From an optimization exercise on the open Yosys and OpenROAD flow, aimed at small area, a short achievable clock period and few clock cycles; shortcuts taken in it are not production practice. In this exercise RTL edits were held to simulation tests only and were not proved equivalent to the original. Power is estimated from default activity; no workload was simulated.

$ cat flow/design.v
package stt_pkg;
  localparam int unsigned OffsetBits   = 24;
  localparam int unsigned PositionBits = 16;
  localparam logic [OffsetBits-1:0]   OffMax = {OffsetBits{1'b1}};
  localparam logic [PositionBits-1:0] PosMax = {PositionBits{1'b1}};
  localparam logic [15:0]             LenMax = 16'hFFFF;
  localparam logic [2:0] MIdle     = 3'd0;
  localparam logic [2:0] MIdent    = 3'd1;
  localparam logic [2:0] MNumber   = 3'd2;
  localparam logic [2:0] MFraction = 3'd3;
  localparam logic [2:0] MString   = 3'd4;
  localparam logic [2:0] MEscape   = 3'd5;
  localparam logic [2:0] MComment  = 3'd6;
  localparam logic [2:0] MEnded    = 3'd7;
  localparam logic [2:0] PNone  = 3'd0;
  localparam logic [2:0] PSlash = 3'd1;
  localparam logic [2:0] PEq    = 3'd2;
  localparam logic [2:0] PBang  = 3'd3;
  localparam logic [2:0] PLt    = 3'd4;
  localparam logic [2:0] PGt    = 3'd5;
  localparam logic [2:0] PDot   = 3'd6;
  localparam logic [5:0] KEnd     = 6'd0;
  localparam logic [5:0] KIdent   = 6'd1;
  localparam logic [5:0] KNumber  = 6'd2;
  localparam logic [5:0] KString  = 6'd3;
  localparam logic [5:0] KKw0     = 6'd4;
  localparam logic [5:0] KLParen  = 6'd24;
  localparam logic [5:0] KRParen  = 6'd25;
  localparam logic [5:0] KLBrace  = 6'd26;
  localparam logic [5:0] KRBrace  = 6'd27;
  localparam logic [5:0] KSemi    = 6'd28;
  localparam logic [5:0] KComma   = 6'd29;
  localparam logic [5:0] KDot     = 6'd30;
  localparam logic [5:0] KAssign  = 6'd31;
  localparam logic [5:0] KBang    = 6'd33;
  localparam logic [5:0] KLt      = 6'd35;
  localparam logic [5:0] KGt      = 6'd37;
  localparam logic [5:0] KPlus    = 6'd39;
  localparam logic [5:0] KMinus   = 6'd40;
  localparam logic [5:0] KStar    = 6'd41;
  localparam logic [5:0] KSlash   = 6'd42;
  localparam logic [5:0] KStrByte = 6'd44;
  localparam logic [5:0] KBadChar = 6'd45;
  localparam logic [5:0] KUnterm  = 6'd46;
  localparam int unsigned NumKw = 20;
  localparam logic [1:0] PosCur = 2'd0;
  localparam logic [1:0] PosRun = 2'd1;
  localparam logic [1:0] PosOp  = 2'd2;
  function automatic logic [63:0] kw_text(input int k);
    logic [63:0] w;
    w = '0;
    case (k)
      0:  w[23:0] = {"t", "e", "l"};
      1:  w[39:0] = {"t", "n", "i", "r", "p"};
      2:  w[15:0] = {"f", "i"};
      3:  w[31:0] = {"e", "s", "l", "e"};
      4:  w[39:0] = {"e", "l", "i", "h", "w"};
      5:  w[31:0] = {"e", "u", "r", "t"};
      6:  w[39:0] = {"e", "s", "l", "a", "f"};
      7:  w[23:0] = {"l", "i", "n"};
      8:  w[23:0] = {"d", "n", "a"};
      9:  w[15:0] = {"r", "o"};
      10: w[15:0] = {"i", "u"};
      11: w[31:0] = {"t", "i", "n", "i"};
      12: w[31:0] = {"t", "x", "e", "t"};
      13: w[47:0] = {"n", "o", "t", "t", "u", "b"};
      14: w[39:0] = {"t", "u", "p", "n", "i"};
      15: w[23:0] = {"n", "u", "r"};
      16: w[39:0] = {"r", "a", "e", "l", "c"};
      17: w[39:0] = {"e", "l", "t", "i", "t"};
      18: w[47:0] = {"t", "c", "e", "l", "e", "s"};
      19: w[63:0] = {"x", "o", "b", "k", "c", "e", "h", "c"};
      default: w = '0;
    endcase
    kw_text = w;
  endfunction
  function automatic int kw_len(input int k);
    int l;
    case (k)
      0, 7, 8, 15:            l = 3;
      1, 4, 6, 14, 16, 17:    l = 5;
      2, 9, 10:               l = 2;
      3, 5, 11, 12:           l = 4;
      13, 18:                 l = 6;
      19:                     l = 8;
      default:                l = 0;
    endcase
    kw_len = l;
  endfunction
endpackage
module stt_kw_match (
  input  logic [7:0]  c_i,        
  input  logic [15:0] len_i,      
  input  logic        open_i,     
  input  logic [stt_pkg::NumKw-1:0] mask_i,
  output logic [stt_pkg::NumKw-1:0] mask_o,
  output logic [5:0]  kind_o      
);
  logic short_len;
  assign short_len = len_i[15:3] == 13'd0;
  logic [63:0] w;
  always_comb begin
    for (int k = 0; k < stt_pkg::NumKw; k++) begin
      w = stt_pkg::kw_text(k);
      if (open_i) begin
        mask_o[k] = c_i == w[7:0];
      end else begin
        mask_o[k] = 1'b0;
        for (int i = 1; i < stt_pkg::kw_len(k); i++) begin
          if (short_len && len_i[2:0] == 3'(i) && c_i == w[i*8 +: 8])
            mask_o[k] = mask_i[k];
        end
      end
    end
  end
  logic [5:0] kw_kind;
  always_comb begin
    kw_kind = 6'd0;
    for (int k = 0; k < stt_pkg::NumKw; k++) begin
      if (mask_i[k] && len_i == 16'(stt_pkg::kw_len(k))) kw_kind = kw_kind | (stt_pkg::KKw0 + 6'(k));
    end
    kind_o = (kw_kind != 6'd0) ? kw_kind : stt_pkg::KIdent;
  end
endmodule
module stt_core (
  input  logic        clk_i,
  input  logic        rst_ni,
  input  logic        go_i,
  input  logic        out_ready_i,
  input  logic [7:0]  text_byte_i,
  input  logic        end_of_text_i,
  output logic        done_o,      
  output logic        out_valid_o,
  output logic [5:0]  out_kind_o,
  output logic [23:0] out_off_o,
  output logic [15:0] out_len_o,
  output logic [15:0] out_line_o,
  output logic [15:0] out_col_o,
  output logic [7:0]  out_sb_o,
  output logic        out_last_o
);
  localparam logic [1:0] LRun = 2'd3;
  logic [2:0]  mode_q, mode_d;
  logic [2:0]  pend_q, pend_d;
  logic        halt_q, halt_d;
  logic [23:0] off_q;
  logic [15:0] line_q, col_q;
  logic [23:0] p_off_q;              
  logic [15:0] p_line_q, p_col_q;
  logic [15:0] len_q, len_d;
  logic        opsat_off_q, opsat_col_q;    
  logic [stt_pkg::NumKw-1:0] kwm_q, kwm_d;
  logic        ov_q;
  logic [5:0]  kind_q;
  logic [7:0]  sb_q;
  logic        last_q;
  logic [1:0]  lsel_q;
  logic [7:0]  c;
  logic        eot;
  logic        is_alpha, is_digit, is_blank, is_lf, is_quote, is_bslash, is_dot, is_eq;
  logic        is_slash, is_bang, is_lt, is_gt, is_hold, is_open;
  logic [5:0]  single_kind;
  logic        is_single;
  logic [15:0] len_inc;
  logic [5:0]  kw_kind;
  logic        kw_open;
  logic        close_res, fall, fall_res, split;
  logic [5:0]  close_kind, fall_kind;
  logic [1:0]  close_pos;
  logic [1:0]  close_len, fall_len;
  logic [7:0]  sb;
  logic        open_run, hold_op, advance, emit, more;
  assign eot = end_of_text_i || (text_byte_i == 8'd0);
  assign c = text_byte_i;
  assign is_alpha  = (c >= "a" && c <= "z") || (c >= "A" && c <= "Z") || c == "_";
  assign is_digit  = c >= "0" && c <= "9";
  assign is_lf     = c == 8'h0A;
  assign is_blank  = c == " " || c == 8'h09 || c == 8'h0D || is_lf;
  assign is_quote  = c == "\"";
  assign is_bslash = c == "\\";
  assign is_dot    = c == ".";
  assign is_eq     = c == "=";
  assign is_slash  = c == "/";
  assign is_bang   = c == "!";
  assign is_lt     = c == "<";
  assign is_gt     = c == ">";
  assign is_hold   = is_slash || is_eq || is_bang || is_lt || is_gt;
  assign is_open   = is_alpha || is_digit || is_quote;
  always_comb begin
    is_single = 1'b1;
    case (c)
      "(":     single_kind = stt_pkg::KLParen;
      ")":     single_kind = stt_pkg::KRParen;
      "{":     single_kind = stt_pkg::KLBrace;
      "}":     single_kind = stt_pkg::KRBrace;
      ";":     single_kind = stt_pkg::KSemi;
      ",":     single_kind = stt_pkg::KComma;
      ".":     single_kind = stt_pkg::KDot;
      "+":     single_kind = stt_pkg::KPlus;
      "-":     single_kind = stt_pkg::KMinus;
      "*":     single_kind = stt_pkg::KStar;
      default: begin single_kind = stt_pkg::KBadChar; is_single = 1'b0; end
    endcase
  end
  assign len_inc = (len_q != stt_pkg::LenMax) ? len_q + 16'd1 : len_q;
  stt_kw_match u_kw (
    .c_i(c), .len_i(len_q), .open_i(kw_open), .mask_i(kwm_q), .mask_o(kwm_d), .kind_o(kw_kind)
  );
  always_comb begin
    fall_res = 1'b1;
    fall_kind = single_kind;
    fall_len = 2'd1;
    if (eot) begin
      fall_kind = stt_pkg::KEnd; fall_len = 2'd0;
    end else if (is_blank || is_open || is_hold) begin
      fall_res = 1'b0;
    end else if (!is_single) begin
      fall_len = 2'd0;
    end
  end
  always_comb begin
    mode_d = mode_q; pend_d = pend_q; halt_d = halt_q; len_d = len_q;
    close_res = 1'b0; close_kind = stt_pkg::KEnd; close_pos = stt_pkg::PosRun; close_len = 2'd0;
    fall = 1'b0; split = 1'b0; more = 1'b0;
    kw_open = 1'b0;
    open_run = 1'b0; hold_op = 1'b0;
    sb = 8'd0;
    case (mode_q)
      stt_pkg::MString: begin
        if (eot) begin
          close_res = 1'b1; close_kind = stt_pkg::KUnterm; halt_d = 1'b1;
        end else if (is_quote) begin
          len_d = len_inc; close_res = 1'b1; close_kind = stt_pkg::KString; close_len = LRun;
          mode_d = stt_pkg::MIdle;
        end else if (is_bslash) begin
          len_d = len_inc; mode_d = stt_pkg::MEscape;
        end else begin
          len_d = len_inc; close_res = 1'b1; close_kind = stt_pkg::KStrByte; sb = c;
        end
      end
      stt_pkg::MEscape: begin
        if (eot) begin
          close_res = 1'b1; close_kind = stt_pkg::KUnterm; halt_d = 1'b1;
        end else begin
          len_d = len_inc; mode_d = stt_pkg::MString; close_res = 1'b1; close_kind = stt_pkg::KStrByte;
          sb = (c == "n") ? 8'h0A : (c == "t") ? 8'h09 : (c == "r") ? 8'h0D : c;
        end
      end
      stt_pkg::MComment: begin
        if (eot || is_lf) begin
          mode_d = stt_pkg::MIdle; fall = 1'b1;
        end
      end
      stt_pkg::MIdent: begin
        if (!eot && (is_alpha || is_digit)) begin
          len_d = len_inc;
        end else begin
          close_res = 1'b1; close_kind = kw_kind; close_len = LRun;
          mode_d = stt_pkg::MIdle; fall = 1'b1;
        end
      end
      stt_pkg::MNumber, stt_pkg::MFraction: begin
        if (pend_q == stt_pkg::PDot) begin
          if (!eot && is_digit) begin
            len_d = (len_q < 16'hFFFE) ? len_q + 16'd2 : stt_pkg::LenMax;
            mode_d = stt_pkg::MFraction; pend_d = stt_pkg::PNone;
          end else begin
            close_res = 1'b1; close_kind = stt_pkg::KNumber; close_len = LRun;
            mode_d = stt_pkg::MIdle; pend_d = stt_pkg::PDot; split = 1'b1; more = 1'b1;
          end
        end else if (!eot && is_digit) begin
          len_d = len_inc;
        end else if (!eot && is_dot && mode_q == stt_pkg::MNumber) begin
          pend_d = stt_pkg::PDot; hold_op = 1'b1;
        end else begin
          close_res = 1'b1; close_kind = stt_pkg::KNumber; close_len = LRun;
          mode_d = stt_pkg::MIdle; fall = 1'b1;
        end
      end
      stt_pkg::MEnded: begin
        close_res = 1'b1; close_kind = stt_pkg::KEnd; close_pos = stt_pkg::PosCur;
      end
      default: begin
        pend_d = stt_pkg::PNone;
        close_pos = stt_pkg::PosOp;
        case (pend_q)
          stt_pkg::PSlash: begin
            if (!eot && is_slash) begin
              mode_d = stt_pkg::MComment;
            end else begin
              close_res = 1'b1; close_kind = stt_pkg::KSlash; close_len = 2'd1; fall = 1'b1;
            end
          end
          stt_pkg::PEq, stt_pkg::PBang, stt_pkg::PLt, stt_pkg::PGt: begin
            close_res = 1'b1;
            case (pend_q)
              stt_pkg::PEq:   close_kind = stt_pkg::KAssign;
              stt_pkg::PBang: close_kind = stt_pkg::KBang;
              stt_pkg::PLt:   close_kind = stt_pkg::KLt;
              default:        close_kind = stt_pkg::KGt;
            endcase
            if (!eot && is_eq) begin
              close_kind = close_kind + 6'd1; close_len = 2'd2;
            end else begin
              close_len = 2'd1; fall = 1'b1;
            end
          end
          stt_pkg::PDot: begin
            close_res = 1'b1; close_kind = stt_pkg::KDot; close_len = 2'd1; fall = 1'b1;
          end
          default: begin
            fall = 1'b1;
          end
        endcase
      end
    endcase
    if (fall && close_res && (fall_res || (!eot && is_open))) begin
      split = 1'b1; more = fall_res;
      mode_d = stt_pkg::MIdle; pend_d = stt_pkg::PNone;
    end
    if (fall && !split) begin
      if (eot) begin
        mode_d = stt_pkg::MEnded;
      end else if (is_open) begin
        mode_d = is_alpha ? stt_pkg::MIdent : is_digit ? stt_pkg::MNumber : stt_pkg::MString;
        len_d = 16'd1; open_run = 1'b1; kw_open = 1'b1;
      end else if (is_hold) begin
        pend_d = is_slash ? stt_pkg::PSlash : is_eq ? stt_pkg::PEq : is_bang ? stt_pkg::PBang :
                 is_lt ? stt_pkg::PLt : stt_pkg::PGt;
        hold_op = 1'b1;
      end else if (!is_blank && !is_single) begin
        halt_d = 1'b1;
      end
    end
    if (halt_q) begin
      mode_d = mode_q; pend_d = pend_q; halt_d = halt_q; len_d = len_q;
      close_res = 1'b0; fall = 1'b0; split = 1'b0; open_run = 1'b0; hold_op = 1'b0;
    end
  end
  assign done_o = !split;
  assign emit = close_res || (fall && fall_res);
  assign advance = done_o && !eot && !halt_d && mode_q != stt_pkg::MEnded;
  logic [1:0]  pos_sel;
  logic [23:0] op_off;
  logic [15:0] op_col;
  assign op_off = opsat_off_q ? off_q : off_q - 24'd1;
  assign op_col = opsat_col_q ? col_q : col_q - 16'd1;
  assign pos_sel = close_res ? close_pos : stt_pkg::PosCur;
  always_ff @(posedge clk_i or negedge rst_ni) begin
    if (!rst_ni) begin
      mode_q <= stt_pkg::MIdle; pend_q <= stt_pkg::PNone; halt_q <= 1'b0;
      off_q <= '0; line_q <= 16'd1; col_q <= 16'd1;
      ov_q <= 1'b0;
    end else begin
      if (go_i) begin
        mode_q <= mode_d; pend_q <= pend_d; halt_q <= halt_d;
        if (advance) begin
          if (off_q != stt_pkg::OffMax) off_q <= off_q + 24'd1;
          if (is_lf) begin
            if (line_q != stt_pkg::PosMax) line_q <= line_q + 16'd1;
            col_q <= 16'd1;
          end else if (col_q != stt_pkg::PosMax) begin
            col_q <= col_q + 16'd1;
          end
        end
      end
      if (go_i) ov_q <= emit;
      else if (out_ready_i) ov_q <= 1'b0;
    end
  end
  always_ff @(posedge clk_i) begin
    if (go_i) begin
      len_q <= len_d;
      kwm_q <= kwm_d;
      if (hold_op) begin
        opsat_off_q <= off_q == stt_pkg::OffMax; opsat_col_q <= col_q == stt_pkg::PosMax;
      end
      if (open_run || (emit && pos_sel == stt_pkg::PosCur)) begin
        p_off_q <= off_q; p_line_q <= line_q; p_col_q <= col_q;
      end else if (emit && pos_sel == stt_pkg::PosOp) begin
        p_off_q <= op_off; p_line_q <= line_q; p_col_q <= op_col;
      end
      if (emit) begin
        kind_q <= close_res ? close_kind : fall_kind;
        lsel_q <= close_res ? close_len : fall_len;
        sb_q <= sb;
        last_q <= !more;
      end
    end
  end
  assign out_valid_o = ov_q;
  assign out_kind_o  = kind_q;
  assign out_off_o   = p_off_q;
  assign out_line_o  = p_line_q;
  assign out_col_o   = p_col_q;
  assign out_len_o   = (lsel_q == LRun) ? len_q : {14'd0, lsel_q};
  assign out_sb_o    = sb_q;
  assign out_last_o  = last_q;
endmodule
module source_text_tokenizer_top (
  input  logic        clk_i,
  input  logic        rst_ni,
  input  logic        in_valid,
  output logic        in_ready,
  input  logic [7:0]  in_text_byte,
  input  logic        in_end_of_text,
  output logic        out_valid,
  input  logic        out_ready,
  output logic [5:0]  out_kind,
  output logic [23:0] out_start_offset,
  output logic [15:0] out_token_length,
  output logic [15:0] out_token_line,
  output logic [15:0] out_token_col,
  output logic [7:0]  out_string_byte,
  output logic        out_last
);
  logic       hv_q, sv_q;
  logic [7:0] hb_q, sb_q;
  logic       he_q, se_q;
  logic       take, go, done;
  assign in_ready = !sv_q;
  assign take = in_valid && !sv_q;
  assign go = hv_q && (!out_valid || out_ready);
  stt_core u_core (
    .clk_i, .rst_ni, .go_i(go), .out_ready_i(out_ready),
    .text_byte_i(hb_q), .end_of_text_i(he_q), .done_o(done),
    .out_valid_o(out_valid), .out_kind_o(out_kind), .out_off_o(out_start_offset),
    .out_len_o(out_token_length), .out_line_o(out_token_line), .out_col_o(out_token_col),
    .out_sb_o(out_string_byte), .out_last_o(out_last)
  );
  always_ff @(posedge clk_i or negedge rst_ni) begin
    if (!rst_ni) begin
      hv_q <= 1'b0; sv_q <= 1'b0;
    end else begin
      if (!hv_q || (go && done)) begin
        hv_q <= sv_q || take;
        sv_q <= sv_q && take;
      end else begin
        sv_q <= sv_q || take;
      end
    end
  end
  always_ff @(posedge clk_i) begin
    if (!hv_q || (go && done)) begin
      if (sv_q) begin
        hb_q <= sb_q; he_q <= se_q;
      end else if (take) begin
        hb_q <= in_text_byte; he_q <= in_end_of_text;
      end
    end
    if (take) begin
      sb_q <= in_text_byte; se_q <= in_end_of_text;
    end
  end
endmodule
$ cat flow/run.sh
#!/bin/bash
# synth_recipe.tcl (not shown) runs the flow's synth.tcl, then flattens the netlist and writes it again
# the make line also repeats each setting of config.mk as NAME=value (left out here)
make -C /OpenROAD-flow-scripts/flow DESIGN_CONFIG=/design/flow/config.mk WORK_HOME=/design/flow/orfs CLKGATE_MAP_FILE= SYNTH_SCRIPT=/design/flow/synth_recipe.tcl finish
$ cat flow/config.mk
export PLATFORM = sky130hd
export DESIGN_NAME = source_text_tokenizer_top
export DESIGN_NICKNAME = source_text_tokenizer_top
export VERILOG_FILES = /design/flow/design.v
export SDC_FILE = /design/flow/constraint.sdc
export NUM_CORES = 4
export LEC_CHECK = 0
export ABC_CLOCK_PERIOD_IN_PS = 4000
export CAP_MARGIN = 20
export CORE_MARGIN = 2
export CORE_UTILIZATION = 30
export PLACE_DENSITY = 0.45
export SETUP_SLACK_MARGIN = 5
export SLEW_MARGIN = 20
$ cat flow/constraint.sdc
create_clock -name core_clock -period 9.0 [get_ports {clk_i}]
set_input_delay 1.8000 -clock core_clock [delete_from_list [all_inputs] [get_ports {clk_i}]]
set_output_delay 1.8000 -clock core_clock [all_outputs]
set_load 0.01 [all_outputs]
==> results of run 1 <==
==> area by class of cell <==
type	instances	area share, %
clock inverter	14	1.140
clock buffer	18	2.962
tap	525	4.533
timing repair buffer	134	8.756
inverter	32	0.8549
multi-input combinational	995	43.56
timing repair inverter	1	0.03454
sequential	195	38.16
==> synthesized netlist by cell type (6+ instances only) <==
library cell / count / share of area [%]
sky130_fd_sc_hd__a211oi_1: 7 / 0.43
sky130_fd_sc_hd__a21oi_1: 92 / 3.8
sky130_fd_sc_hd__a31oi_1: 24 / 1.2
sky130_fd_sc_hd__and2_1: 9 / 0.46
sky130_fd_sc_hd__and3_1: 48 / 2.5
sky130_fd_sc_hd__and4_1: 6 / 0.43
sky130_fd_sc_hd__buf_2: 9 / 0.37
sky130_fd_sc_hd__clkbuf_1: 81 / 2.5
sky130_fd_sc_hd__dfrtp_1: 64 / 13
sky130_fd_sc_hd__edfxtp_1: 129 / 32
sky130_fd_sc_hd__ha_1: 12 / 1.2
sky130_fd_sc_hd__inv_1: 32 / 0.99
sky130_fd_sc_hd__mux2_2: 10 / 0.92
sky130_fd_sc_hd__nand2_1: 99 / 3.0
sky130_fd_sc_hd__nand2b_1: 22 / 1.1
sky130_fd_sc_hd__nand3_1: 86 / 3.5
sky130_fd_sc_hd__nand3b_1: 7 / 0.43
sky130_fd_sc_hd__nand4_1: 51 / 2.6
sky130_fd_sc_hd__nand4b_1: 9 / 0.65
sky130_fd_sc_hd__nor2_1: 112 / 3.4
sky130_fd_sc_hd__nor2b_1: 15 / 0.77
sky130_fd_sc_hd__nor3_1: 49 / 2.0
sky130_fd_sc_hd__nor4_1: 13 / 0.67
sky130_fd_sc_hd__o211ai_1: 10 / 0.62
sky130_fd_sc_hd__o21a_1: 6 / 0.37
sky130_fd_sc_hd__o21ai_0: 76 / 3.1
sky130_fd_sc_hd__o31ai_1: 8 / 0.49
sky130_fd_sc_hd__or2_2: 11 / 0.56
sky130_fd_sc_hd__or3_1: 14 / 0.72
sky130_fd_sc_hd__or4_1: 10 / 0.62
sky130_fd_sc_hd__xnor2_1: 77 / 5.5
sky130_fd_sc_hd__xor2_1: 10 / 0.72
==> cells by family (layout without fill, tap and decap cells) <==
logic type                 after synthesis  in the layout  share of synthesized area, %
and+or+nand+nor                        577            578                         25.01
AOI/OAI and AO/OA                      297            299                         15.71
DFF                                    195            195                         45.35
buffers and inverters                  135            199                         4.619
xor gates and xnor gates                89             89                         6.518
muxes                                   17             17                         1.570
adders and majority gates               12             12                         1.232
==> metal layers <==
| metal | GRT usage [%] | vias to the layer above | part of all wire (%) |
|---|---|---|---|
| li1 | - | 5003 | - |
| met1 | 25.14 | 5212 | 46 |
| met2 | 28.76 | 384 | 46 |
| met3 | 3.326 | 51 | 5.8 |
| met4 | 6.269 | 0 | 2.0 |
| met5 | 0 | - | 0 |
==> timing repair <==
item,in CTS,in global routing
gates cloned,3,1
resized for setup,16,10
setup endpoints to repair,170,106
pin swaps,4,3
setup buffers,7,12
==> worst paths after layout <==
path	end	slack [ns]	cells after the start
worst max register to register	u_core.off_q[14]	5.09	10
max in group asynchronous	u_core.mode_q[1]	6.90	1
worst max-delay path	u_core.off_q[14]	5.09	10
worst min register to register	u_core.p_line_q[10]	0.46	0
worst min-delay path	u_core.p_line_q[10]	0.46	0
min in group asynchronous	u_core.off_q[18]	1.45	1
==> power by group through the flow <==
stage	combinational [mW]	clock, mW	sequential [mW]
floorplan	0.259	0	1.04
global placement	0.326	0	1.05
detailed placement	0.323	0	1.06
CTS	0.336	0.818	1.03
global route	0.376	0.854	1.04
finish	0.335	0.793	1.03
==> metrics by stage <==
step           power, mW  cells  setup WS, ns  hold slack [ns]
4_1_cts            2.188   1901         4.916           0.4607
5_1_grt            2.267   1914         5.001           0.4676
3_5_place_dp       1.378   1859         3.575           0.4445
3_3_place_gp       1.380   1859         3.689           0.4298
2_1_floorplan      1.295   1322         5.003           0.4249
6_report           2.163   1914         5.089           0.4571
==> worst max-delay path, stage by stage (launching register included) <==
cell and delay (ns):
sky130_fd_sc_hd__edfxtp_1 0.51, sky130_fd_sc_hd__or4b_4 0.72, sky130_fd_sc_hd__nor4_4 0.39, sky130_fd_sc_hd__buf_4 0.21, sky130_fd_sc_hd__nor4_4 0.05, sky130_fd_sc_hd__a211oi_4 0.38
sky130_fd_sc_hd__a21oi_4 0.12, sky130_fd_sc_hd__buf_4 0.23, sky130_fd_sc_hd__a211o_2 0.46, sky130_fd_sc_hd__or4b_4 0.55, sky130_fd_sc_hd__xnor2_2 0.14
==> registers in the layout, summed over array words and instances (netlist names), 6 cells and up <==
register and flops:
u_core.off_q 24, u_core.p_col_q 16, u_core.kwm_q 20, u_core.line_q 16, u_core.len_q 16, u_core.sb_q 8
u_core.kind_q 6, u_core.col_q 16, u_core.p_off_q 24, u_core.p_line_q 16, hb_q 8, sb_q 8
==> impl_metrics.yaml, run 1 <==
clock_tree:
  cts_tree: "yes"
  root_buffer: "sky130_fd_sc_hd__clkbuf_16"
  hold_buffers: 0
  cts.sinks: 195
  cts.clk_slew.worst_paths_ns: 0.07
  cts_buffer_depth: 2
  ctsHtreeMaxLevel: 4
  cts_buffers: 17
  clock_latency_ns: 0.46
job:
  number_of_maximum_capacitance_violations: 0
global_routing:
  grt_pass1_vias: 10290
  gr-total-overflow: 0
  antenna_found_initial: 0
  track_usage_pct: 18.26
  grt_pass1_wl_um: 59600
  grt_max_degree: 67
floorplan:
  placeable_area_sq_um: 39910
  die-area_sq_um: 42260
  die-width_um: 205.6
  ioPinCount: 102
  rows: 73
  die_height_um: 205.6
  start_util_pct: 30.54
hold_path:
  path_category_of_the_worst_min_delay_check: "reg2reg"
  holdCritStartpoint: "u_core.line_q[10]"
timing:
  finalMaxSlewViolations: 0
  fmax_ghz: 0.2557
  period_needed_ns: 3.911
  worst_clock_skew_ns: 0.01239
  period_share_pct: 43.46
  setup_viol_count_final: 0
  setup-tns-final_ns: 0
  finalHoldViolations: 0
  max_slew.worst_pin.slew_ns: 1.106
  grt_setup_unrepaired: "no"
  max_slew_margin_pct: 25.68
setup_path:
  critical_path_arrival_ns: 4.25
  startpoint_type_of_the_worst_setup_path: "register"
  critical_path.startpoint: "hb_q[4]"
  critPathRequiredTime_ns: 9.33
  worstSetupPathType: "reg2reg"
  timing.critical_path.to_type: "register"
  crit_path_max_fanout: 17
  reg2reg_from: "hb_q[4]"
logic_synthesis:
  netlist_instances: 1322
  ys_async_sr_fraction_pct: 33.85
  synthFlopType: "sky130_fd_sc_hd__edfxtp_1"
  synth-seq-area-share_pct: 45.35
  count_of_different_cell_masters_after_synthesis: 84
  synthesis.nets: 1347
  synth_seq_cells: 195
  yosys_warnings: 3
  syn_area_per_cell_sq_um: 9.220
  post_synth_edffs: 129
  syn-cell-area_sq_um: 12190
place:
  placement.cell_area_sq_um: 13590
  place.port_buffers: 101
  hpwl_um: 25960
  globalplace.congestion: 0.8856
detailed_routing:
  detail_route.drc_violations: 0
  drt_pass1_iterations: 5
  detail_route.vias_per_cell: 5.564
  post_drt_wl_per_cell_um: 20.10
  drtIter0Drc: 900
  vias: 10650
  antenna_left: 0
  detail_route.wirelength_um: 38470
pwr:
  p_int_mw: 1.571
  share_seq_of_total_power_pct: 47.8
  power.ir.vdd_worst_uv: 140.1
  share_clk_of_total_power_pct: 36.7
  power_leakage_nw: 5.064
  switching_share_pct: 27.33
  comb_power_share_pct: 15.5
  power.density_cell_area_nw_per_um2: 149.2
  total_switching_power_mw: 0.5911
cells_and_area:
  layout-drive-gt1-share_pct: 10.58
  final_design_area_no_fill_sq_um: 14490
  final_util_pct: 36.30
  layout.cells.most_common: "sky130_fd_sc_hd__edfxtp_1"
  layout_common_cells: "sky130_fd_sc_hd__edfxtp_1, sky130_fd_sc_hd__nor2_1, sky130_fd_sc_hd__clkdlybuf4s50_1, sky130_fd_sc_hd__nand2_1, sky130_fd_sc_hd__a21oi_1"
  antenna-diode-count: 0
  final.fill_count: 4034
  final_nets: 1401
  synthToLayoutAreaGrowth_pct: 18.88
  seqCellArea_sq_um: 5529
  multi_input_area_sq_um: 6312
run_status:
  status: "timing/DRC/antenna clean"
Testbench counts, summed over its fixed seeds: cycles 24,452.
==> run 2, diff against run 1 <==
--- a/flow/config.mk
+++ b/flow/config.mk
@@ -5,7 +5,6 @@
 export SDC_FILE = /design/flow/constraint.sdc
 export NUM_CORES = 4
 export LEC_CHECK = 0
-export ABC_CLOCK_PERIOD_IN_PS = 4000
 export CAP_MARGIN = 20
 export CORE_MARGIN = 2
 export CORE_UTILIZATION = 30
==> run 2 against run 1 <==
  * Power did not move
  * Maximum frequency did not move
  * Combinational power barely moved
  * Area after synthesis did not move
  * Highest routed layer unchanged
  * Sequential share of layout area did not move
  * Critical path type unchanged
  * Critical endpoint unchanged
  * Synthesized cell count did not move
  * Worst hold slack did not move
==> impl_metrics.yaml, run 2 <==
run_status:
  status: "timing/DRC/antenna clean"
floorplan:
  start_util_pct: 30.54
  die-width_um: 205.6
  placeable_area_sq_um: 39910
  die_height_um: 205.6
  ioPinCount: 102
  die-area_sq_um: 42260
  rows: 73
timing:
  fmax_ghz: 0.2557
  period_needed_ns: 3.911
  worst_clock_skew_ns: 0.01239
  setup-tns-final_ns: 0
  grt_setup_unrepaired: "no"
  finalMaxSlewViolations: 0
  max_slew_margin_pct: 25.68
  max_slew.worst_pin.slew_ns: 1.106
  period_share_pct: 43.46
  finalHoldViolations: 0
  setup_viol_count_final: 0
logic_synthesis:
  post_synth_most_frequent_cells: "sky130_fd_sc_hd__edfxtp_1, sky130_fd_sc_hd__nor2_1, sky130_fd_sc_hd__nand2_1"
  synthFlopType: "sky130_fd_sc_hd__edfxtp_1"
  synth_most_common_cell: "sky130_fd_sc_hd__edfxtp_1"
  yosys_warnings: 3
  syn-cell-area_sq_um: 12190
  synthDominantCellAreaShare_pct: 31.78
  netlist_instances: 1322
  synth-seq-area-share_pct: 45.35
  ys_async_sr_fraction_pct: 33.85
  post_synth_edffs: 129
  synthesis.nets: 1347
  synth_seq_cells: 195
  syn_area_per_cell_sq_um: 9.220
  synth.area.top_cells: "sky130_fd_sc_hd__edfxtp_1, sky130_fd_sc_hd__dfrtp_1, sky130_fd_sc_hd__xnor2_1"
  count_of_different_cell_masters_after_synthesis: 84
  cell_type_contributing_the_most_total_cell_area_after_synthesis: "sky130_fd_sc_hd__edfxtp_1"
cells_and_area:
  layout-drive-gt1-share_pct: 10.58
  layout_common_cells: "sky130_fd_sc_hd__edfxtp_1, sky130_fd_sc_hd__nor2_1, sky130_fd_sc_hd__clkdlybuf4s50_1, sky130_fd_sc_hd__nand2_1, sky130_fd_sc_hd__a21oi_1"
  largestRegisters: "u_core.off_q: 24 flops, u_core.p_off_q: 24 flops, u_core.kwm_q: 20 flops"
  final_nets: 1401
  layout.cells.most_common: "sky130_fd_sc_hd__edfxtp_1"
  synthToLayoutAreaGrowth_pct: 18.88
  antenna-diode-count: 0
  final_util_pct: 36.30
setup_path:
  critical_path_arrival_ns: 4.25
  worstSetupPathType: "reg2reg"
  startpoint_type_of_the_worst_setup_path: "register"
  slowest_delay_ns: 0.72
  timing.critical_path.to_type: "register"
  cp_slowest_cell: "sky130_fd_sc_hd__or4b_4"
  worstPathCellList: "or4b_4 > nor4_4 > buf_4 > nor4_4 > a211oi_4 > a21oi_4 > buf_4 > a211o_2 > or4b_4 > xnor2_2"
  cp.buffers_inverters: 2
  critPathRequiredTime_ns: 9.33
  crit_path_leading_delay_family: "simple AND/OR/NAND/NOR gates"
  crit_path_max_fanout: 17
global_routing:
  antenna_found_initial: 0
  gr-total-overflow: 0
  grt_max_degree: 67
  grt_pass1_vias: 10290
  track_usage_pct: 18.26
  grt_pass1_wl_um: 59600
detailed_routing:
  post_drt_wl_per_cell_um: 20.10
  detail_route.vias_per_cell: 5.564
  antenna_left: 0
  met2RoutedLength_um: 17810
  drtIter0Drc: 900
  detail_route.drc_violations: 0
  dr.max_layer_used: "met4"
  drt_pass1_iterations: 5
  met3WireLength_um: 2241
  wirelength_met1_um: 17630
  detail_route.wirelength_um: 38470
  vias: 10650
pwr:
  total_switching_power_mw: 0.5911
  comb_power_share_pct: 15.5
  power_leakage_nw: 5.064
  p_int_mw: 1.571
  share_clk_of_total_power_pct: 36.7
  switching_share_pct: 27.33
  power.density_cell_area_nw_per_um2: 149.2
  power.ir.vdd_worst_uv: 140.1
  share_seq_of_total_power_pct: 47.8
hold_path:
  path_category_of_the_worst_min_delay_check: "reg2reg"
clock_tree:
  cts.sinks: 195
  cts.clk_slew.worst_paths_ns: 0.07
  clock_latency_ns: 0.46
  cts_buffers: 17
  cts_tree: "yes"
  ctsHtreeMaxLevel: 4
  cts_buffer_depth: 2
  hold_buffers: 0
  root_buffer: "sky130_fd_sc_hd__clkbuf_16"
job:
  number_of_maximum_capacitance_violations: 0
place:
  hpwl_um: 25960
  place.port_buffers: 101
  globalplace.congestion: 0.8856
run 2: cell counts in the layout (fill, tap and decap cells not counted):
No cell type changed its count.
run 2: final timing paths:
path	startpoint	end	slack, ns	depth (start not counted)
max	hb_q[4]	u_core.off_q[14]	5.09	10
min	u_core.line_q[10]	u_core.p_line_q[10]	0.46	0
max reg2reg	hb_q[4]	u_core.off_q[14]	5.09	10
min reg2reg	u_core.line_q[10]	u_core.p_line_q[10]	0.46	0
max in group asynchronous	rst_ni	u_core.mode_q[1]	6.90	1
min in group asynchronous	rst_ni	u_core.off_q[18]	1.45	1
run 2: power groups by stage:
| stage | Combinational, mW | Sequential (mW) | Clock, mW |
|---|---|---|---|
| 3_3_place_gp | 0.326 | 1.05 | 0 |
| 3_5_place_dp | 0.323 | 1.06 | 0 |
| 5_1_grt | 0.376 | 1.04 | 0.854 |
| 6_report | 0.335 | 1.03 | 0.793 |
| 4_1_cts | 0.336 | 1.03 | 0.818 |
| 2_1_floorplan | 0.259 | 1.04 | 0 |
run 2: layer usage:
layer | track usage (%) | up-vias
li1 | - | 5003
met1 | 25.14 | 5212
met2 | 28.76 | 384
met3 | 3.326 | 51
met4 | 6.269 | 0
met5 | 0 | -
run 2: kinds of logic (layout without fill, tap and decap cells):
family                   Yosys count  after routing  share of synthesized area, %
AND/OR/NAND/NOR                  577            578                         25.01
AO/OA/AOI/OAI                    297            299                         15.71
flip-flops                       195            195                         45.35
buffers and inverters            135            199                         4.619
XOR/XNOR                          89             89                         6.518
multiplexers                      17             17                         1.570
adder cells (fa/ha/maj)           12             12                         1.232
run 2: area by class of cell:
cell class                 count  area, sq um
tap                          525        656.9
multi-input combinational    995         6312
inverter                      32        123.9
timing repair inverter         1        5.005
clock inverter                14        165.2
sequential                   195         5529
clock buffer                  18        429.2
fill                        4034        25420
timing repair buffer         134         1269
run 2: stage by stage:
stage	hold slack, ns	total power, mW	instances	setup slack (ns)	cell area [sq um]
final	0.4571	2.163	1914	5.089	14490
after CTS	0.4607	2.188	1901	4.916	14340
after detailed placement	0.4445	1.378	1859	3.575	13590
after global placement	0.4298	1.380	1859	3.689	13590
after floorplan	0.4249	1.295	1322	5.003	12240
after global routing	0.4676	2.267	1914	5.001	14490
run 2: repair_timing:
item                       CTS  global route
cloned                       3             1
pin swaps                    4             3
buffers inserted             7            12
setup endpoints to repair  170           106
gates resized for setup     16            10
==> run 3, diff against run 2 <==
--- a/flow/config.mk
+++ b/flow/config.mk
@@ -7,7 +7,7 @@
 export LEC_CHECK = 0
 export CAP_MARGIN = 20
 export CORE_MARGIN = 2
-export CORE_UTILIZATION = 30
-export PLACE_DENSITY = 0.45
+export CORE_UTILIZATION = 60
+export PLACE_DENSITY = 0.7
 export SETUP_SLACK_MARGIN = 5
 export SLEW_MARGIN = 20
==> run 3 against run 2 <==
  * Still clean on timing, DRC and antenna
  * Sequential share of layout area up 1.3 points
  * First-iteration DRC count up 55%
  * Combinational power down 3%
  * Synthesized cell count unchanged
==> impl_metrics.yaml, run 3 <==
setup_path:
  r2r_cells: 9
  critical_path_arrival_ns: 3.95
  startpoint_type_of_the_worst_setup_path: "register"
  critPathRequiredTime_ns: 9.10
  timing.critical_path.to_type: "register"
  worstSetupPathType: "reg2reg"
  crit_path_max_fanout: 56
pwr:
  share_clk_of_total_power_pct: 35.5
  power.density_cell_area_nw_per_um2: 150.4
  total_switching_power_mw: 0.5869
  switching_share_pct: 27.83
  power.ir.vdd_worst_uv: 121.8
  share_seq_of_total_power_pct: 49.1
  p_int_mw: 1.522
  comb_power_share_pct: 15.4
  power_leakage_nw: 4.991
timing:
  period_share_pct: 42.78
  grt_setup_unrepaired: "no"
  max_slew.worst_pin.slew_ns: 1.232
  worst_clock_skew_ns: 0.01167
  period_needed_ns: 3.850
  setup_viol_count_final: 0
  fmax_ghz: 0.2597
  finalHoldViolations: 0
  finalMaxSlewViolations: 0
  setup-tns-final_ns: 0
  max_slew_margin_pct: 17.24
logic_synthesis:
  synth_most_common_cell: "sky130_fd_sc_hd__edfxtp_1"
  syn_area_per_cell_sq_um: 9.220
  post_synth_most_frequent_cells: "sky130_fd_sc_hd__edfxtp_1, sky130_fd_sc_hd__nor2_1, sky130_fd_sc_hd__nand2_1"
  post_synth_edffs: 129
  cell_type_contributing_the_most_total_cell_area_after_synthesis: "sky130_fd_sc_hd__edfxtp_1"
  synthDominantCellAreaShare_pct: 31.78
  synth_seq_cells: 195
  synth.area.top_cells: "sky130_fd_sc_hd__edfxtp_1, sky130_fd_sc_hd__dfrtp_1, sky130_fd_sc_hd__xnor2_1"
  synthFlopType: "sky130_fd_sc_hd__edfxtp_1"
  synthesis.nets: 1347
  count_of_different_cell_masters_after_synthesis: 84
  syn-cell-area_sq_um: 12190
  ys_async_sr_fraction_pct: 33.85
  yosys_warnings: 3
  synth-seq-area-share_pct: 45.35
  netlist_instances: 1322
detailed_routing:
  drtIter0Drc: 1393
  antenna_left: 0
  drt_pass1_iterations: 6
  vias: 10790
  detail_route.wirelength_um: 32940
  post_drt_wl_per_cell_um: 20.02
  detail_route.drc_violations: 0
  detail_route.vias_per_cell: 6.559
global_routing:
  grt_max_degree: 67
  gr-total-overflow: 0
  grt_pass1_wl_um: 53560
  track_usage_pct: 30.95
  gr-max-usage-layer: "met2"
  gr_layer_usage_met1_pct: 45.05
  grt_pass1_vias: 10050
  use_met3_pct: 5.781
  met2_usage_pct: 46.72
  antenna_found_initial: 0
clock_tree:
  cts.clk_slew.worst_paths_ns: 0.08
  hold_buffers: 0
  root_buffer: "sky130_fd_sc_hd__clkbuf_16"
  clock_latency_ns: 0.44
  ctsHtreeMaxLevel: 4
  cts_buffer_depth: 2
  cts_tree: "yes"
  cts_buffers: 17
  cts.sinks: 195
run_status:
  status: "timing/DRC/antenna clean"
cells_and_area:
  layout-drive-gt1-share_pct: 9.673
  layout.cells.most_common: "sky130_fd_sc_hd__edfxtp_1"
  largestRegisters: "u_core.off_q: 24 flops, u_core.p_off_q: 24 flops, u_core.kwm_q: 20 flops"
  synthToLayoutAreaGrowth_pct: 15.05
  fin_cells: 1645
  antenna-diode-count: 0
  layout_common_cells: "sky130_fd_sc_hd__edfxtp_1, sky130_fd_sc_hd__nor2_1, sky130_fd_sc_hd__clkdlybuf4s50_1, sky130_fd_sc_hd__nand2_1, sky130_fd_sc_hd__a21oi_1"
  final_nets: 1387
floorplan:
  die-width_um: 146.5
  die_height_um: 146.5
  ioPinCount: 102
  die-area_sq_um: 21470
  rows: 52
  placeable_area_sq_um: 20100
  start_util_pct: 60.63
place:
  place.port_buffers: 101
  hpwl_um: 22400
  dp_cell_count: 1602
  globalplace.congestion: 0.9894
hold_path:
  path_category_of_the_worst_min_delay_check: "reg2reg"
  min_path_cells: 0
job:
  number_of_maximum_capacitance_violations: 0
==> run 3: power by group through the flow <==
stage                     logic [mW]  clock network [mW]  registers (mW)
after CTS                      0.321               0.760            1.03
final                          0.326               0.748            1.04
after detailed placement       0.308                   0            1.06
after global placement         0.308                   0            1.05
after floorplan                0.259                   0            1.04
after global routing           0.363               0.795            1.04
==> run 3: per-layer routing <==
layer  wire length [um]  vias to the layer above
li1                   -                     4979
met1              14040                     5118
met2              14810                      619
met3               3210                       74
met4                874                        0
met5                  0                        -
==> run 3: area by class of cell <==
| cell class | count | area (sq um) |
|---|---|---|
| timing repair inverter | 1 | 5.005 |
| tap | 270 | 337.8 |
| timing repair buffer | 122 | 1176 |
| fill | 1573 | 6081 |
| sequential | 195 | 5529 |
| clock buffer | 17 | 425.4 |
| multi-input combinational | 993 | 6270 |
| inverter | 32 | 123.9 |
| clock inverter | 15 | 156.4 |
==> run 3: final timing paths <==
check                      slack, ns              start                   to
setup / recovery                5.15            hb_q[6]   u_core.p_col_q[10]
hold / removal                  0.46  u_core.line_q[10]  u_core.p_line_q[10]
setup reg to reg                5.15            hb_q[6]   u_core.p_col_q[10]
hold reg to reg                 0.46  u_core.line_q[10]  u_core.p_line_q[10]
max in group asynchronous       6.82             rst_ni     u_core.mode_q[1]
min in group asynchronous       1.52             rst_ni     u_core.line_q[4]
==> run 3: what timing repair did <==
item,4_1_cts,5_1_grt
setup endpoints to repair,190,76
resized for setup,13,13
gates cloned,2,0
pin swaps,2,1
setup buffers,6,3
==> run 3: cell families after synthesis <==
family	share of synthesized area, %
fa+ha+maj	1.232
xor+xnor	6.518
buf+inv	4.619
simple gates	25.01
flops	45.35
mux	1.570
compound gates	15.71
==> run 3: through the flow <==
stage,instance area (sq um),hold WS [ns],util (%),total power [mW],worst slack (ns)
floorplan,12240,0.4249,-,1.295,5.003
global placement,13240,0.4307,65.86,1.362,3.907
detailed placement,13240,0.4343,65.86,1.364,3.738
CTS,13930,0.4533,69.30,2.115,5.007
global route,14020,0.4711,69.75,2.198,5.027
finish,14020,0.4561,69.75,2.109,5.150
==> run 3: critical path: stages, from the launching register on <==
cell                        delay (ns)
sky130_fd_sc_hd__edfxtp_1         0.54
sky130_fd_sc_hd__or4_1            0.65
sky130_fd_sc_hd__nor4_1           0.42
sky130_fd_sc_hd__o21bai_1         0.20
sky130_fd_sc_hd__or2_4            0.32
sky130_fd_sc_hd__a2111oi_2        0.42
sky130_fd_sc_hd__a21oi_2          0.08
sky130_fd_sc_hd__buf_4            0.26
sky130_fd_sc_hd__a31oi_4          0.25
sky130_fd_sc_hd__buf_12           0.29
==> run 4, diff against run 3 <==
--- a/flow/design.v
+++ b/flow/design.v
@@ -143,12 +143,16 @@
   logic [2:0]  mode_q, mode_d;
   logic [2:0]  pend_q, pend_d;
   logic        halt_q, halt_d;
-  logic [23:0] off_q;
+  logic [23:0] off_q;                
   logic [15:0] line_q, col_q;
+  logic        adv_q;                
+  logic        lastlf_q;             
+  logic [23:0] cur_off;              
+  logic [15:0] cur_line, cur_col;
   logic [23:0] p_off_q;              
   logic [15:0] p_line_q, p_col_q;
   logic [15:0] len_q, len_d;
-  logic        opsat_off_q, opsat_col_q;    
+  logic        ppend_q;                     
   logic [stt_pkg::NumKw-1:0] kwm_q, kwm_d;
   logic        ov_q;
   logic [5:0]  kind_q;
@@ -203,6 +207,10 @@
     endcase
   end
   assign len_inc = (len_q != stt_pkg::LenMax) ? len_q + 16'd1 : len_q;
+  assign cur_off  = (adv_q && off_q != stt_pkg::OffMax) ? off_q + 24'd1 : off_q;
+  assign cur_line = (adv_q && lastlf_q && line_q != stt_pkg::PosMax) ? line_q + 16'd1 : line_q;
+  assign cur_col  = (adv_q && lastlf_q) ? 16'd1 :
+                    (adv_q && col_q != stt_pkg::PosMax) ? col_q + 16'd1 : col_q;
   stt_kw_match u_kw (
     .c_i(c), .len_i(len_q), .open_i(kw_open), .mask_i(kwm_q), .mask_o(kwm_d), .kind_o(kw_kind)
   );
@@ -314,7 +322,7 @@
         endcase
       end
     endcase
-    if (fall && close_res && (fall_res || (!eot && is_open))) begin
+    if (fall && close_res && (fall_res || (!eot && is_open && close_len == LRun))) begin
       split = 1'b1; more = fall_res;
       mode_d = stt_pkg::MIdle; pend_d = stt_pkg::PNone;
     end
@@ -341,27 +349,18 @@
   assign emit = close_res || (fall && fall_res);
   assign advance = done_o && !eot && !halt_d && mode_q != stt_pkg::MEnded;
   logic [1:0]  pos_sel;
-  logic [23:0] op_off;
-  logic [15:0] op_col;
-  assign op_off = opsat_off_q ? off_q : off_q - 24'd1;
-  assign op_col = opsat_col_q ? col_q : col_q - 16'd1;
   assign pos_sel = close_res ? close_pos : stt_pkg::PosCur;
   always_ff @(posedge clk_i or negedge rst_ni) begin
     if (!rst_ni) begin
       mode_q <= stt_pkg::MIdle; pend_q <= stt_pkg::PNone; halt_q <= 1'b0;
-      off_q <= '0; line_q <= 16'd1; col_q <= 16'd1;
-      ov_q <= 1'b0;
+      off_q <= '0; line_q <= 16'd1; col_q <= 16'd1; adv_q <= 1'b0;
+      ov_q <= 1'b0; ppend_q <= 1'b0;
     end else begin
+      if (go_i) ppend_q <= open_run && emit;
       if (go_i) begin
         mode_q <= mode_d; pend_q <= pend_d; halt_q <= halt_d;
         if (advance) begin
-          if (off_q != stt_pkg::OffMax) off_q <= off_q + 24'd1;
-          if (is_lf) begin
-            if (line_q != stt_pkg::PosMax) line_q <= line_q + 16'd1;
-            col_q <= 16'd1;
-          end else if (col_q != stt_pkg::PosMax) begin
-            col_q <= col_q + 16'd1;
-          end
+          off_q <= cur_off; line_q <= cur_line; col_q <= cur_col; adv_q <= 1'b1;
         end
       end
       if (go_i) ov_q <= emit;
@@ -372,13 +371,11 @@
     if (go_i) begin
       len_q <= len_d;
       kwm_q <= kwm_d;
-      if (hold_op) begin
-        opsat_off_q <= off_q == stt_pkg::OffMax; opsat_col_q <= col_q == stt_pkg::PosMax;
-      end
-      if (open_run || (emit && pos_sel == stt_pkg::PosCur)) begin
+      if (advance) lastlf_q <= is_lf;
+      if (emit && pos_sel == stt_pkg::PosCur || open_run && !emit) begin
+        p_off_q <= cur_off; p_line_q <= cur_line; p_col_q <= cur_col;
+      end else if (emit && pos_sel == stt_pkg::PosOp || ppend_q) begin
         p_off_q <= off_q; p_line_q <= line_q; p_col_q <= col_q;
-      end else if (emit && pos_sel == stt_pkg::PosOp) begin
-        p_off_q <= op_off; p_line_q <= line_q; p_col_q <= op_col;
       end
       if (emit) begin
         kind_q <= close_res ? close_kind : fall_kind;
==> flow/flow/run.sh (new file) <==
#!/bin/bash
# The standard layout, with the port buffers made from the smallest buffer cell
set -euo pipefail
export BUFFER_PORTS_ARGS="-buffer_cell sky130_fd_sc_hd__buf_1"
bash standard.sh > standard_flow.log 2>&1
==> flow/standard.sh (new file) <==
#!/bin/bash
# synth_recipe.tcl (not shown) runs the flow's synth.tcl, then flattens the netlist and writes it again
# the make line also repeats each setting of config.mk as NAME=value (left out here)
make -C /OpenROAD-flow-scripts/flow DESIGN_CONFIG=/design/flow/config.mk WORK_HOME=/design/flow/orfs CLKGATE_MAP_FILE= SYNTH_SCRIPT=/design/flow/synth_recipe.tcl "${@:-finish}"
--- a/flow/config.mk
+++ b/flow/config.mk
@@ -7,7 +7,7 @@
 export LEC_CHECK = 0
 export CAP_MARGIN = 20
 export CORE_MARGIN = 2
-export CORE_UTILIZATION = 60
-export PLACE_DENSITY = 0.7
+export CORE_UTILIZATION = 30
+export PLACE_DENSITY = 0.45
 export SETUP_SLACK_MARGIN = 5
 export SLEW_MARGIN = 20
removed: flow/run.sh
==> run 4 against run 3 <==
  * Count of clock-buffer cells in the layout did not move
  * Combinational power decreased by about 70%
  * Critical endpoint is now u_core.off_q[1]
  * Still clean on timing, DRC and antenna
  * Routed wire length grew 13%
==> impl_metrics.yaml, run 4 <==
clock_tree:
  cts_tree: "yes"
  cts_buffers: 17
  root_buffer: "sky130_fd_sc_hd__clkbuf_16"
  cts.sinks: 196
  clock_latency_ns: 0.47
  cts.clk_slew.worst_paths_ns: 0.08
  ctsHtreeMaxLevel: 4
  cts_buffer_depth: 2
timing:
  setup-tns-final_ns: 0
  max_slew_margin_pct: 29.58
  worst_clock_skew_ns: 0.02474
  finalMaxSlewViolations: 0
  hold_ws_ns: 0.4844
  period_needed_ns: 3.834
  setup_viol_count_final: 0
  period_share_pct: 42.60
  fmax_ghz: 0.2608
  finalHoldViolations: 0
  max_slew.worst_pin.slew_ns: 1.056
  grt_setup_unrepaired: "no"
detailed_routing:
  vias: 10440
  drt_pass1_iterations: 5
  post_drt_wl_per_cell_um: 19.56
  drtIter0Drc: 965
  detail_route.wirelength_um: 37120
  detail_route.vias_per_cell: 5.501
  detail_route.drc_violations: 0
  antenna_left: 0
logic_synthesis:
  syn-cell-area_sq_um: 12060
  syn_area_per_cell_sq_um: 9.282
  synthesis.nets: 1322
  synthDominantCellAreaShare_pct: 31.88
  synth_seq_cells: 196
  count_of_different_cell_masters_after_synthesis: 90
  yosys_warnings: 3
  cell_type_contributing_the_most_total_cell_area_after_synthesis: "sky130_fd_sc_hd__edfxtp_1"
  synth-seq-area-share_pct: 46.01
  synth_most_common_cell: "sky130_fd_sc_hd__nor2_1"
  synth.area.top_cells: "sky130_fd_sc_hd__edfxtp_1, sky130_fd_sc_hd__dfrtp_1, sky130_fd_sc_hd__o21ai_0"
  ys_async_sr_fraction_pct: 34.69
  post_synth_edffs: 128
  synthFlopType: "sky130_fd_sc_hd__edfxtp_1"
  netlist_instances: 1299
  post_synth_most_frequent_cells: "sky130_fd_sc_hd__nor2_1, sky130_fd_sc_hd__edfxtp_1, sky130_fd_sc_hd__nand2_1"
job:
  number_of_maximum_capacitance_violations: 0
cells_and_area:
  largestRegisters: "u_core.off_q: 24 flops, u_core.p_off_q: 24 flops, u_core.kwm_q: 20 flops"
  synthToLayoutAreaGrowth_pct: 13.62
  final.fill_count: 4218
  final_nets: 1383
  seqCellArea_sq_um: 5549
  layout-drive-gt1-share_pct: 8.521
  final_design_area_no_fill_sq_um: 13700
  multi_input_area_sq_um: 6178
  layout.cells.most_common: "sky130_fd_sc_hd__nor2_1"
  layout_common_cells: "sky130_fd_sc_hd__nor2_1, sky130_fd_sc_hd__edfxtp_1, sky130_fd_sc_hd__nand2_1, sky130_fd_sc_hd__o21ai_0, sky130_fd_sc_hd__buf_1"
  antenna-diode-count: 0
setup_path:
  startpoint_type_of_the_worst_setup_path: "register"
  critPathRequiredTime_ns: 9.35
  crit_path_max_fanout: 47
  reg2reg_from: "hb_q[1]"
  worstSetupPathType: "reg2reg"
  r2r_end: "u_core.off_q[1]"
  worstPathCellList: "buf_4 > or4_1 > o32a_2 > a311oi_4 > o311ai_0 > a21o_2 > o211ai_4 > buf_8 > inv_2 > and2_4 > mux2_4"
  critical_path_arrival_ns: 4.18
  slowest_delay_ns: 0.56
  r2r_cells: 11
  reg2reg_slack_ns: 5.17
  cp_slowest_cell: "sky130_fd_sc_hd__or4_1"
  timing.critical_path.to_type: "register"
floorplan:
  die_height_um: 204.5
  die-width_um: 204.5
  rows: 73
  start_util_pct: 30.35
  placeable_area_sq_um: 39730
  ioPinCount: 102
  die-area_sq_um: 41810
place:
  place.port_buffers: 101
  globalplace.congestion: 0.9026
  hpwl_um: 25950
  placement.cell_area_sq_um: 12880
global_routing:
  grt_max_degree: 69
  grt_pass1_wl_um: 58630
  grt_pass1_vias: 10110
  antenna_found_initial: 0
  gr-total-overflow: 0
  track_usage_pct: 18.02
hold_path:
  path_category_of_the_worst_min_delay_check: "reg2reg"
  min_delay_worst_endpoint: "u_core.ppend_q"
  holdCritStartpoint: "u_core.ppend_q"
  min_path_cells: 2
run_status:
  status: "timing/DRC/antenna clean"
pwr:
  power_leakage_nw: 5.203
  power.ir.vdd_worst_uv: 132.1
  power.density_cell_area_nw_per_um2: 136.9
-- run 4: cell types whose count changed after synthesis, moves of 20 or more --
cell / previous run / this run
sky130_fd_sc_hd__nand4_1: 51 / 30
sky130_fd_sc_hd__a21oi_1: 92 / 70
sky130_fd_sc_hd__clkbuf_1: 81 / 58
sky130_fd_sc_hd__xor2_1: 10 / 63
sky130_fd_sc_hd__xnor2_1: 77 / 24
sky130_fd_sc_hd__o21ai_0: 76 / 112
sky130_fd_sc_hd__nor2_1: 112 / 132
-- run 4: timing repair --
item	4_1_cts	5_1_grt
endpoints found under the setup margin	180	167
hold buffers	0	0
resized for setup	12	16
setup buffers	5	4
endpoints found under the hold margin	0	0
pin swaps	0	1
cloned	0	0
-- run 4: how the worst max path moves through the flow --
stage	startpoint	to	slack (ns)	cells past startpoint
after global placement	out_ready	u_core.off_q[1]	3.71	11
after CTS	hb_q[5]	u_core.p_col_q[5]	5.01	9
after global routing	hb_q[1]	u_core.p_col_q[5]	5.01	8
after floorplan	out_ready	u_core.off_q[1]	5.21	9
final	hb_q[1]	u_core.off_q[1]	5.17	11
after detailed placement	out_ready	u_core.off_q[1]	3.73	11
-- run 4: routing by layer --
metal | part of all wire (%) | track usage, % | wire (um)
met5 | 0 | 0 | 0
met4 | 2.1 | 6.185 | 783
met3 | 5.2 | 3.332 | 1942
met2 | 47 | 28.70 | 17320
met1 | 46 | 24.50 | 17070
-- run 4: kinds of logic after synthesis --
group / count (synthesis) / synth area share, %
adders and majority gates: 10 / 1.038
xor gates and xnor gates: 87 / 6.319
and+or+nand+nor: 531 / 22.47
DFF: 196 / 46.01
AOI/OAI and AO/OA: 352 / 18.94
buffers and inverters: 108 / 3.808
muxes: 15 / 1.422
-- run 4: report_power, final --
part / switching, mW / internal (mW) / total (mW)
logic: 0.0695 / 0.0294 / 0.0989
registers: 0.00723 / 0.962 / 0.969
clock network: 0.385 / 0.423 / 0.808
total: 0.462 / 1.41 / 1.88
-- run 4: through the flow --
step / power (mW) / util (%) / std cells / setup slack, ns
2_1_floorplan: 1.045 / - / 1299 / 5.206
3_3_place_gp: 1.080 / 32.42 / 1857 / 3.706
3_5_place_dp: 1.080 / 32.42 / 1857 / 3.726
4_1_cts: 1.907 / 34.19 / 1894 / 5.007
5_1_grt: 1.947 / 34.48 / 1898 / 5.007
6_report: 1.876 / 34.48 / 1898 / 5.166
-- run 4: cell type report --
class	count	share of cell area, %
well taps	525	4.795
inverters	25	0.9041
flip-flops and latches	196	40.50
repair buffers	125	4.219
multi-input cells	995	45.10
clock buffers	17	3.105
clock inverters	15	1.379
-- run 4: critical path, delay by kind of cell (launching register included) --
| kind | cells | cell delay [ns] |
|---|---|---|
| AO/OA/AOI/OAI | 5 | 1.46 |
| buffers and inverters | 3 | 0.78 |
| flip-flops | 1 | 0.36 |
| multiplexers | 1 | 0.29 |
| AND/OR/NAND/NOR | 2 | 0.78 |
Testbench counts of run 4, summed over its fixed seeds: cycles 24,327.
==> run 5, diff against run 4 <==
==> flow/flow/run.sh (replaced) <==
#!/bin/bash
set -euo pipefail
export BUFFER_PORTS_ARGS="-buffer_cell sky130_fd_sc_hd__buf_1"
export RECOVER_POWER=100
bash standard.sh > standard_flow.log 2>&1
==> run 5 against run 4 <==
  * Now fails the layout checks on max-capacitance violations, max-slew violations
  * Count of clock-buffer cells in the layout unchanged
  * Combinational power fell by 4.2%
  * Die area unchanged
  * Flip-flop and latch count unchanged
  * Setup slack worse by 2.1 ns
  * Area after synthesis did not move
  * Clock skew shrank 0.0063 ns
  * First-iteration DRC count rose by 2.1%
  * Synthesized cell count stayed put
  * Largest cell class unchanged
==> impl_metrics.yaml, run 5 <==
floorplan:
  die_height_um: 204.5
  die-area_sq_um: 41810
  rows: 73
  die-width_um: 204.5
  placeable_area_sq_um: 39730
  ioPinCount: 102
  start_util_pct: 30.35
pwr:
  power_leakage_nw: 5.137
  design_power_total_mw: 1.870
  power.density_cell_area_nw_per_um2: 138.7
  power.ir.vdd_worst_uv: 131.7
detailed_routing:
  detail_route.drc_violations: 0
  drt_pass1_iterations: 5
  detail_route.vias_per_cell: 5.489
  vias: 10420
  detail_route.wirelength_um: 37010
  post_drt_wl_per_cell_um: 19.50
  drtIter0Drc: 985
  antenna_left: 0
logic_synthesis:
  syn-cell-area_sq_um: 12060
  count_of_different_cell_masters_after_synthesis: 90
  synthFlopType: "sky130_fd_sc_hd__edfxtp_1"
  syn_area_per_cell_sq_um: 9.282
  post_synth_edffs: 128
  synthDominantCellAreaShare_pct: 31.88
  ys_async_sr_fraction_pct: 34.69
  synth_seq_cells: 196
  synth_most_common_cell: "sky130_fd_sc_hd__nor2_1"
  netlist_instances: 1299
  synth.area.top_cells: "sky130_fd_sc_hd__edfxtp_1, sky130_fd_sc_hd__dfrtp_1, sky130_fd_sc_hd__o21ai_0"
  yosys_warnings: 3
  cell_type_contributing_the_most_total_cell_area_after_synthesis: "sky130_fd_sc_hd__edfxtp_1"
  post_synth_most_frequent_cells: "sky130_fd_sc_hd__nor2_1, sky130_fd_sc_hd__edfxtp_1, sky130_fd_sc_hd__nand2_1"
  synthesis.nets: 1322
  synth-seq-area-share_pct: 46.01
cells_and_area:
  antenna-diode-count: 0
  largestRegisters: "u_core.off_q: 24 flops, u_core.p_off_q: 24 flops, u_core.kwm_q: 20 flops"
  final_nets: 1383
  layout_common_cells: "sky130_fd_sc_hd__nor2_1, sky130_fd_sc_hd__edfxtp_1, sky130_fd_sc_hd__nand2_1, sky130_fd_sc_hd__o21ai_0, sky130_fd_sc_hd__buf_1"
  layout-drive-gt1-share_pct: 6.264
  synthToLayoutAreaGrowth_pct: 11.83
  layout.cells.most_common: "sky130_fd_sc_hd__nor2_1"
  final_design_area_no_fill_sq_um: 13480
setup_path:
  worstPathCellList: "clkbuf_1 > a21oi_1 > o32a_2 > a311oi_1 > a311o_1 > nand2_1 > nor3_1 > o21ai_0"
  r2r_cells: 8
  cp_slowest_cell: "sky130_fd_sc_hd__nor3_1"
  crit_path_max_fanout: 32
  cp.buffers_inverters: 1
  crit_path_leading_delay_family: "simple AND/OR/NAND/NOR gates"
  startpoint_type_of_the_worst_setup_path: "register"
  timing.critical_path.to_type: "register"
  worstSetupPathType: "reg2reg"
  critPathRequiredTime_ns: 9.11
  slowest_delay_ns: 2.07
  r2r_end: "u_core.len_q[11]"
  critical_path_arrival_ns: 6.09
  reg2reg_from: "hb_q[0]"
  reg2reg_slack_ns: 3.02
hold_path:
  path_category_of_the_worst_min_delay_check: "reg2reg"
  min_delay_worst_endpoint: "u_core.ppend_q"
  holdCritStartpoint: "u_core.ppend_q"
  min_path_cells: 2
clock_tree:
  ctsHtreeMaxLevel: 4
  clock_latency_ns: 0.47
  cts_buffers: 17
  cts.sinks: 196
  cts_tree: "yes"
  cts_buffer_depth: 2
  root_buffer: "sky130_fd_sc_hd__clkbuf_16"
  hold_buffers: 0
  cts.clk_slew.worst_paths_ns: 0.08
timing:
  setup_viol_count_final: 0
  max_slew_margin_pct: -160.9
  grt_setup_unrepaired: "no"
  finalMaxSlewViolations: 123
  fmax_ghz: 0.1672
  period_needed_ns: 5.982
  period_share_pct: 66.47
  worst_clock_skew_ns: 0.01842
  setup-tns-final_ns: 0
  finalHoldViolations: 0
  max_slew.worst_pin.slew_ns: 3.913
place:
  place.port_buffers: 101
  placement.cell_area_sq_um: 12880
  hpwl_um: 25950
  globalplace.congestion: 0.9026
global_routing:
  grt_pass1_vias: 10110
  antenna_found_initial: 0
  track_usage_pct: 18.02
  grt_pass1_wl_um: 58630
  grt_max_degree: 69
  gr-total-overflow: 0
run_status:
  status: "failed layout checks"
  checkFailReasons: "max-capacitance violations, max-slew violations"
job:
  number_of_maximum_capacitance_violations: 3
## run 5: routing by layer
| layer | GRT usage (%) | wire, um | up-vias | part of all wire [%] |
|---|---|---|---|---|
| li1 | - | - | 4979 | - |
| met1 | 24.50 | 17040 | 5085 | 46 |
| met2 | 28.70 | 17240 | 308 | 47 |
| met3 | 3.332 | 1838 | 46 | 5.0 |
| met4 | 6.185 | 883 | 0 | 2.4 |
| met5 | 0 | 0 | - | 0 |
## run 5: logic make-up (layout without fill, tap and decap cells)
family | Yosys count | after routing | share of synthesized area [%]
and+or+nand+nor | 531 | 531 | 22.47
AOI/OAI and AO/OA | 352 | 352 | 18.94
DFF | 196 | 196 | 46.01
buffers and inverters | 108 | 182 | 3.808
xor gates and xnor gates | 87 | 87 | 6.319
muxes | 15 | 15 | 1.422
adders and majority gates | 10 | 10 | 1.038
## run 5: layout make-up
class	instances	area [sq um]
multi-input combinational	995	6013
fill	4256	26250
clock inverter	15	188.9
timing repair buffer	125	551.8
tap	525	656.9
sequential	196	5549
inverter	25	98.84
clock buffer	17	425.4
## run 5: power by group
part | internal, mW | leakage, nW | switching (mW)
Sequential | 0.962 | 2.28 | 0.00670
Clock | 0.423 | 0.304 | 0.384
Combinational | 0.0277 | 2.55 | 0.0670
## run 5: worst min-delay path, delay by kind of cell (launching register included)
kind             cells  cell delay (ns)
flip-flops           1             0.34
AO/OA/AOI/OAI        1             0.06
AND/OR/NAND/NOR      1             0.04
## run 5: how the worst max path moves through the flow
stage                   start                end  slack (ns)  cells past startpoint
global route          hb_q[0]   u_core.len_q[11]        2.61                      8
finish                hb_q[0]   u_core.len_q[11]        3.02                      8
global placement    out_ready    u_core.off_q[1]        3.71                     11
floorplan           out_ready    u_core.off_q[1]        5.21                      9
CTS                   hb_q[5]  u_core.p_col_q[5]        5.01                      9
detailed placement  out_ready    u_core.off_q[1]        3.73                     11
## run 5: stage by stage
step	utilization (%)	instances	hold slack (ns)	setup slack, ns
2_1_floorplan	-	1299	0.4506	5.206
3_3_place_gp	32.42	1857	0.4710	3.706
3_5_place_dp	32.42	1857	0.4759	3.726
4_1_cts	34.19	1894	0.4921	5.007
5_1_grt	33.94	1898	0.5242	2.611
6_report	33.94	1898	0.4855	3.018
## run 5: timing repair
action                     4_1_cts  5_1_grt
buffers inserted                 5        4
setup endpoints to repair      180      167
resized for setup               12       16
pin swaps                        0        1

port drivers added, routing unchanged:
Ports are ideal in the flow. The routed layouts listed here were re-timed in OpenROAD.
Step 1, drivers: a clkbuf_16 drives clk_i and a buf_2 each remaining input, both assumed.
Step 2 also shifts input and output timing later by t, the mid clock arrival at the registers, as if the neighbouring blocks saw the same clock.
a / b / c = ideal / step 1 / step 2; a / b = the first two.
| run | t (ns) | setup WS [ns] | clock arrival spread, ns | worst slew at a driven data input, ns | pins driven straight from the clock port |
|---|---|---|---|---|---|
| run 1 | 0.508 | 5.089 / 5.089 / 4.626 | 0.013 / 0.013 | 0.04 | 1 |
| run 2 | 0.508 | 5.089 / 5.089 / 4.626 | 0.013 / 0.013 | 0.04 | 1 |
| run 3 | 0.480 | 5.150 / 5.133 / 4.711 | 0.013 / 0.013 | 0.04 | 1 |
| run 4 | 0.514 | 5.166 / 5.166 / 4.728 | 0.025 / 0.025 | 0.04 | 1 |
| run 5 | 0.514 | 3.018 / 3.018 / 3.018 | 0.019 / 0.019 | 0.04 | 1 |
